Source: an optimization exercise on an open RTL-to-GDS flow (aim: small area, a short achievable clock period and few clock cycles). Production flows keep margins and buffers that such runs may drop. RTL that was checked went through simulation tests only; none was proved equivalent to the original. Power and IR drop assume default switching activity.

==> flow/design.v <==
`timescale 1ns/1ps
package mem_req_pkg;
    typedef logic [31:0] addr_t;
    typedef logic [31:0] word_t;
    typedef logic [3:0] tag_t;
    typedef logic [1:0] access_len_t;
    localparam access_len_t LEN_BYTE = 2'd0;
    localparam access_len_t LEN_HALF = 2'd1;
    localparam access_len_t LEN_WORD = 2'd3;
    typedef struct packed {
        addr_t       addr;
        access_len_t len;
        logic        sext;
        tag_t        tag;
    } load_req_t;
    typedef struct packed {
        addr_t       addr;
        word_t       data;
        access_len_t len;
    } store_req_t;
endpackage
`timescale 1ns/1ps
package icache_pkg;
    localparam int OFFSET_BITS = $clog2(8);
    localparam int INDEX_BITS = $clog2(16);
    localparam int TAG_BITS = 18 - INDEX_BITS - OFFSET_BITS;
    typedef logic [8*8-1:0] line_t;
    typedef logic [INDEX_BITS-1:0] index_t;
    typedef logic [TAG_BITS-1:0] cache_tag_t;
endpackage
`timescale 1ns/1ps
module mem_subsystem (
    input  logic        clk_in,
    input  logic        rst_in,
    input  logic        rdy_in,
    input  logic [31:0] fetch_addr,
    output logic        fetch_hit,
    output logic [31:0] fetch_inst,
    input  logic        ld_valid,
    input  logic [31:0] ld_addr,
    input  logic [1:0]  ld_len,
    input  logic        ld_sext,
    input  logic [3:0]  ld_tag_in,
    output logic        ld_full,
    output logic        ld_done,
    output logic [31:0] ld_data,
    output logic [3:0]  ld_tag,
    input  logic        st_valid,
    input  logic [31:0] st_addr,
    input  logic [31:0] st_data,
    input  logic [1:0]  st_len,
    output logic        st_full,
    output logic        st_done,
    input  logic        io_buffer_full,
    input  logic [7:0]  mem_din,
    output logic [7:0]  mem_dout,
    output logic [31:0] mem_a,
    output logic        mem_wr
);
    localparam logic [1:0] M_FETCH = 2'd0;
    localparam logic [1:0] M_LOAD  = 2'd1;
    localparam logic [1:0] M_STORE = 2'd2;
    logic [1:0]  mode;
    logic [15:0] ra;
    logic [2:0]  rb;
    logic        dv;       
    logic [23:0] w;
    logic [1:0]  k;        
    logic [1:0]  last;     
    logic        sext_q;
    logic        st_done_q;
    logic        io_ok;    
    logic        fetch_mode;
    logic        st_io;
    logic        ld_acc;
    logic        st_acc;
    logic        acc;
    logic        st_sel;
    logic        wide;
    logic        match;
    logic        cap;
    logic        restart;
    logic [17:0] port_a;
    logic [2:0]  rb_next;
    logic [31:0] raw;
    assign fetch_mode = (mode == M_FETCH);
    assign st_io = (st_addr[17:16] == 2'b11);
    assign ld_full = !fetch_mode;
    assign st_full = !fetch_mode || ld_valid || (st_io && !io_ok);
    assign ld_acc = fetch_mode && ld_valid;
    assign st_acc = fetch_mode && st_valid && !ld_valid && (io_ok || !st_io);
    assign acc = ld_acc || st_acc;
    assign st_sel = fetch_mode && st_valid && !ld_valid;
    assign wide = ld_valid ? (ld_len != 2'd0) : (st_len != 2'd0);
    assign match = (fetch_addr[17:2] == ra);
    assign cap = dv && match;
    assign fetch_hit = fetch_mode && cap && rb[2];
    assign fetch_inst = {mem_din, w};
    assign restart = !match || (rb[2] && !dv);
    assign port_a = ld_acc ? ld_addr[17:0] : st_sel ? st_addr[17:0] : {ra + {15'd0, rb[2]}, rb[1:0]};
    assign rb_next = {1'b0, port_a[1:0]} + 3'd1;
    assign mem_a = {14'd0, port_a};
    assign mem_wr = (mode == M_STORE) || st_acc;
    assign mem_dout = fetch_mode ? st_data[7:0] : w[7:0];
    assign st_done = st_done_q;
    assign ld_done = (mode == M_LOAD) && (k == last);
    always_comb begin
        case (last)
            2'd0: raw = {{24{sext_q & mem_din[7]}}, mem_din};
            2'd1: raw = {{16{sext_q & mem_din[7]}}, mem_din, w[23:16]};
            default: raw = {mem_din, w};
        endcase
    end
    assign ld_data = raw;
    always_ff @(posedge clk_in) begin
        if (rdy_in) begin
            io_ok <= !io_buffer_full;
        end
    end
    always_ff @(posedge clk_in) begin
        if (rst_in) begin
            mode <= M_FETCH;
            dv <= 1'b0;
            st_done_q <= 1'b0;
            ra <= fetch_addr[17:2];
            rb <= 3'd0;
        end else if (rdy_in) begin
            st_done_q <= 1'b0;
            case (mode)
                M_FETCH: begin
                    if (cap && !rb[2]) begin
                        w <= {mem_din, w[23:8]};
                    end
                    if (acc) begin
                        dv <= 1'b0;
                        k <= 2'd0;
                        if (ld_acc) begin
                            mode <= M_LOAD;
                            last <= ld_len;
                            sext_q <= ld_sext;
                            ld_tag <= ld_tag_in;
                        end else if (wide) begin
                            mode <= M_STORE;
                            k <= 2'd1;
                            last <= st_len;
                            w <= st_data[31:8];
                        end else begin
                            st_done_q <= 1'b1;
                        end
                        if (wide) begin
                            ra <= port_a[17:2];
                            rb <= rb_next;
                        end
                    end else if (st_sel) begin
                        dv <= 1'b0;
                    end else if (restart) begin
                        ra <= fetch_addr[17:2];
                        rb <= 3'd0;
                        dv <= 1'b0;
                    end else begin
                        ra <= port_a[17:2];
                        rb <= rb_next;
                        dv <= 1'b1;
                    end
                end
                M_LOAD: begin
                    if (k == last) begin
                        mode <= M_FETCH;
                        if (restart) begin
                            ra <= fetch_addr[17:2];
                            rb <= 3'd0;
                            dv <= 1'b0;
                        end else begin
                            ra <= port_a[17:2];
                            rb <= rb_next;
                            dv <= 1'b1;
                        end
                    end else begin
                        k <= k + 2'd1;
                        w <= {mem_din, w[23:8]};
                        if (k + 2'd1 == last) begin
                            ra <= fetch_addr[17:2];
                            rb <= 3'd0;
                        end else begin
                            ra <= port_a[17:2];
                            rb <= rb_next;
                        end
                    end
                end
                default: begin
                    if (k == last) begin
                        mode <= M_FETCH;
                        st_done_q <= 1'b1;
                        ra <= fetch_addr[17:2];
                        rb <= 3'd0;
                        dv <= 1'b0;
                    end else begin
                        k <= k + 2'd1;
                        w <= {8'd0, w[23:8]};
                        ra <= port_a[17:2];
                        rb <= rb_next;
                    end
                end
            endcase
        end
    end
endmodule
==> flow/config.mk <==
export PLATFORM = sky130hd
export DESIGN_NAME = mem_subsystem
export DESIGN_NICKNAME = mem_subsystem
export VERILOG_FILES = /design/flow/design.v
export SDC_FILE = /design/flow/constraint.sdc
export NUM_CORES = 4
export LEC_CHECK = 0
export CAP_MARGIN = 20
export CORE_MARGIN = 2
export CORE_UTILIZATION = 40
export SETUP_SLACK_MARGIN = 3
export SLEW_MARGIN = 20
==> flow/constraint.sdc <==
create_clock -name core_clock -period 7.0 [get_ports {clk_in}]
set_input_delay 1.4000 -clock core_clock [delete_from_list [all_inputs] [get_ports {clk_in}]]
set_output_delay 1.4000 -clock core_clock [all_outputs]
set_load 0.01 [all_outputs]
standard.sh (not shown) runs the stock make flow with config.mk's settings and CLKGATE_MAP_FILE= SYNTH_SCRIPT=/design/flow/synth_recipe.tcl, a recipe that flattens the netlist after the stock synthesis.
==> flow/flow/run.sh <==
#!/bin/bash
# Standard layout, with the port buffers made from the smallest buffer cell.
export BUFFER_PORTS_ARGS="-buffer_cell sky130_fd_sc_hd__buf_1"
bash standard.sh > standard.log 2>&1
Change:
--- a/flow/design.v
+++ b/flow/design.v
@@ -57,10 +57,9 @@
     output logic [31:0] mem_a,
     output logic        mem_wr
 );
-    localparam logic [1:0] M_FETCH = 2'd0;
-    localparam logic [1:0] M_LOAD  = 2'd1;
-    localparam logic [1:0] M_STORE = 2'd2;
-    logic [1:0]  mode;
+    logic        fm;
+    logic        lm;
+    logic        sm;
     logic [15:0] ra;
     logic [2:0]  rb;
     logic        dv;       
@@ -70,12 +69,12 @@
     logic        sext_q;
     logic        st_done_q;
     logic        io_ok;    
+    logic        hr;       
     logic        fetch_mode;
     logic        st_io;
     logic        ld_acc;
     logic        st_acc;
     logic        acc;
-    logic        st_sel;
     logic        wide;
     logic        match;
     logic        cap;
@@ -83,27 +82,26 @@
     logic [17:0] port_a;
     logic [2:0]  rb_next;
     logic [31:0] raw;
-    assign fetch_mode = (mode == M_FETCH);
+    assign fetch_mode = fm;
     assign st_io = (st_addr[17:16] == 2'b11);
     assign ld_full = !fetch_mode;
     assign st_full = !fetch_mode || ld_valid || (st_io && !io_ok);
     assign ld_acc = fetch_mode && ld_valid;
     assign st_acc = fetch_mode && st_valid && !ld_valid && (io_ok || !st_io);
     assign acc = ld_acc || st_acc;
-    assign st_sel = fetch_mode && st_valid && !ld_valid;
     assign wide = ld_valid ? (ld_len != 2'd0) : (st_len != 2'd0);
     assign match = (fetch_addr[17:2] == ra);
     assign cap = dv && match;
-    assign fetch_hit = fetch_mode && cap && rb[2];
+    assign fetch_hit = hr && match;
     assign fetch_inst = {mem_din, w};
     assign restart = !match || (rb[2] && !dv);
-    assign port_a = ld_acc ? ld_addr[17:0] : st_sel ? st_addr[17:0] : {ra + {15'd0, rb[2]}, rb[1:0]};
+    assign port_a = ld_acc ? ld_addr[17:0] : st_acc ? st_addr[17:0] : {ra + {15'd0, rb[2]}, rb[1:0]};
     assign rb_next = {1'b0, port_a[1:0]} + 3'd1;
     assign mem_a = {14'd0, port_a};
-    assign mem_wr = (mode == M_STORE) || st_acc;
+    assign mem_wr = sm || st_acc;
     assign mem_dout = fetch_mode ? st_data[7:0] : w[7:0];
     assign st_done = st_done_q;
-    assign ld_done = (mode == M_LOAD) && (k == last);
+    assign ld_done = lm && (k == last);
     always_comb begin
         case (last)
             2'd0: raw = {{24{sext_q & mem_din[7]}}, mem_din};
@@ -115,19 +113,24 @@
     always_ff @(posedge clk_in) begin
         if (rdy_in) begin
             io_ok <= !io_buffer_full;
+        end else if (rst_in) begin
+            io_ok <= 1'b0;
         end
     end
     always_ff @(posedge clk_in) begin
         if (rst_in) begin
-            mode <= M_FETCH;
+            fm <= 1'b1;
+            lm <= 1'b0;
+            sm <= 1'b0;
             dv <= 1'b0;
+            hr <= 1'b0;
             st_done_q <= 1'b0;
             ra <= fetch_addr[17:2];
             rb <= 3'd0;
         end else if (rdy_in) begin
             st_done_q <= 1'b0;
-            case (mode)
-                M_FETCH: begin
+            hr <= 1'b0;
+            if (fm) begin
                     if (cap && !rb[2]) begin
                         w <= {mem_din, w[23:8]};
                     end
@@ -135,12 +138,14 @@
                         dv <= 1'b0;
                         k <= 2'd0;
                         if (ld_acc) begin
-                            mode <= M_LOAD;
+                            fm <= 1'b0;
+                            lm <= 1'b1;
                             last <= ld_len;
                             sext_q <= ld_sext;
                             ld_tag <= ld_tag_in;
                         end else if (wide) begin
-                            mode <= M_STORE;
+                            fm <= 1'b0;
+                            sm <= 1'b1;
                             k <= 2'd1;
                             last <= st_len;
                             w <= st_data[31:8];
@@ -151,8 +156,6 @@
                             ra <= port_a[17:2];
                             rb <= rb_next;
                         end
-                    end else if (st_sel) begin
-                        dv <= 1'b0;
                     end else if (restart) begin
                         ra <= fetch_addr[17:2];
                         rb <= 3'd0;
@@ -161,11 +164,12 @@
                         ra <= port_a[17:2];
                         rb <= rb_next;
                         dv <= 1'b1;
-                    end
-                end
-                M_LOAD: begin
+                        hr <= (port_a[1:0] == 2'd3);
+                    end
+            end else if (lm) begin
                     if (k == last) begin
-                        mode <= M_FETCH;
+                        lm <= 1'b0;
+                        fm <= 1'b1;
                         if (restart) begin
                             ra <= fetch_addr[17:2];
                             rb <= 3'd0;
@@ -174,6 +178,7 @@
                             ra <= port_a[17:2];
                             rb <= rb_next;
                             dv <= 1'b1;
+                            hr <= (port_a[1:0] == 2'd3);
                         end
                     end else begin
                         k <= k + 2'd1;
@@ -186,10 +191,10 @@
                             rb <= rb_next;
                         end
                     end
-                end
-                default: begin
+            end else begin
                     if (k == last) begin
-                        mode <= M_FETCH;
+                        sm <= 1'b0;
+                        fm <= 1'b1;
                         st_done_q <= 1'b1;
                         ra <= fetch_addr[17:2];
                         rb <= 3'd0;
@@ -200,8 +205,7 @@
                         ra <= port_a[17:2];
                         rb <= rb_next;
                     end
-                end
-            endcase
+            end
         end
     end
 endmodule
The changed run passed the timing, design-rule and antenna checks. Final area fell by 8.8%. Power decreases by 9.3%. Area after synthesis went up by 0.79%. First-iteration DRC count came out lower by 50%. Routed wire length is lower by 9.6%. Register-to-register slack gains 0.48 ns. Count of clock-buffer cells in the layout rose by 1. Worst hold slack gets worse by 0.053 ns. Utilization goes down by 5.3 points. Via count fell by 8.1%. Global-route usage fell by 2.5 points. Critical path depth stays the same. Sequential cell count came out higher by 2. Clock power went up by about 3%.
Testbench counts after the change, summed over its fixed seeds: cycles 24,672.
For the first run of this note, only the layout was checked, not whether the RTL still works.

static timing again, ports no longer ideal:
In the flow no input, the clock included, has a driving cell. The finished layouts below were timed again as built, in two steps.
Step 1, drivers: a clkbuf_16 drives clk_in and a buf_2 each remaining input, both assumed.
Step 2 also shifts input and output timing later by t, the mid clock arrival at the registers, as if the neighbouring blocks saw the same clock.
Slacks: no drivers / after step 1 / after step 2; pairs: no drivers / after step 1.
run	shift t [ns]	setup WS [ns]	hold WS [ns]	slew at the worst register clock pin (ns)
the first run	0.366	2.908 / 2.860 / 2.619	0.515 / 0.515 / 0.515	0.06 / 0.06
the second run	0.365	3.021 / 2.991 / 2.991	0.463 / 0.463 / 0.463	0.06 / 0.06
After both steps every run listed still meets setup and hold. For the first run, which loses most, drivers alone change the setup slack by -0.048 ns; drivers and shift together by -0.289 ns.
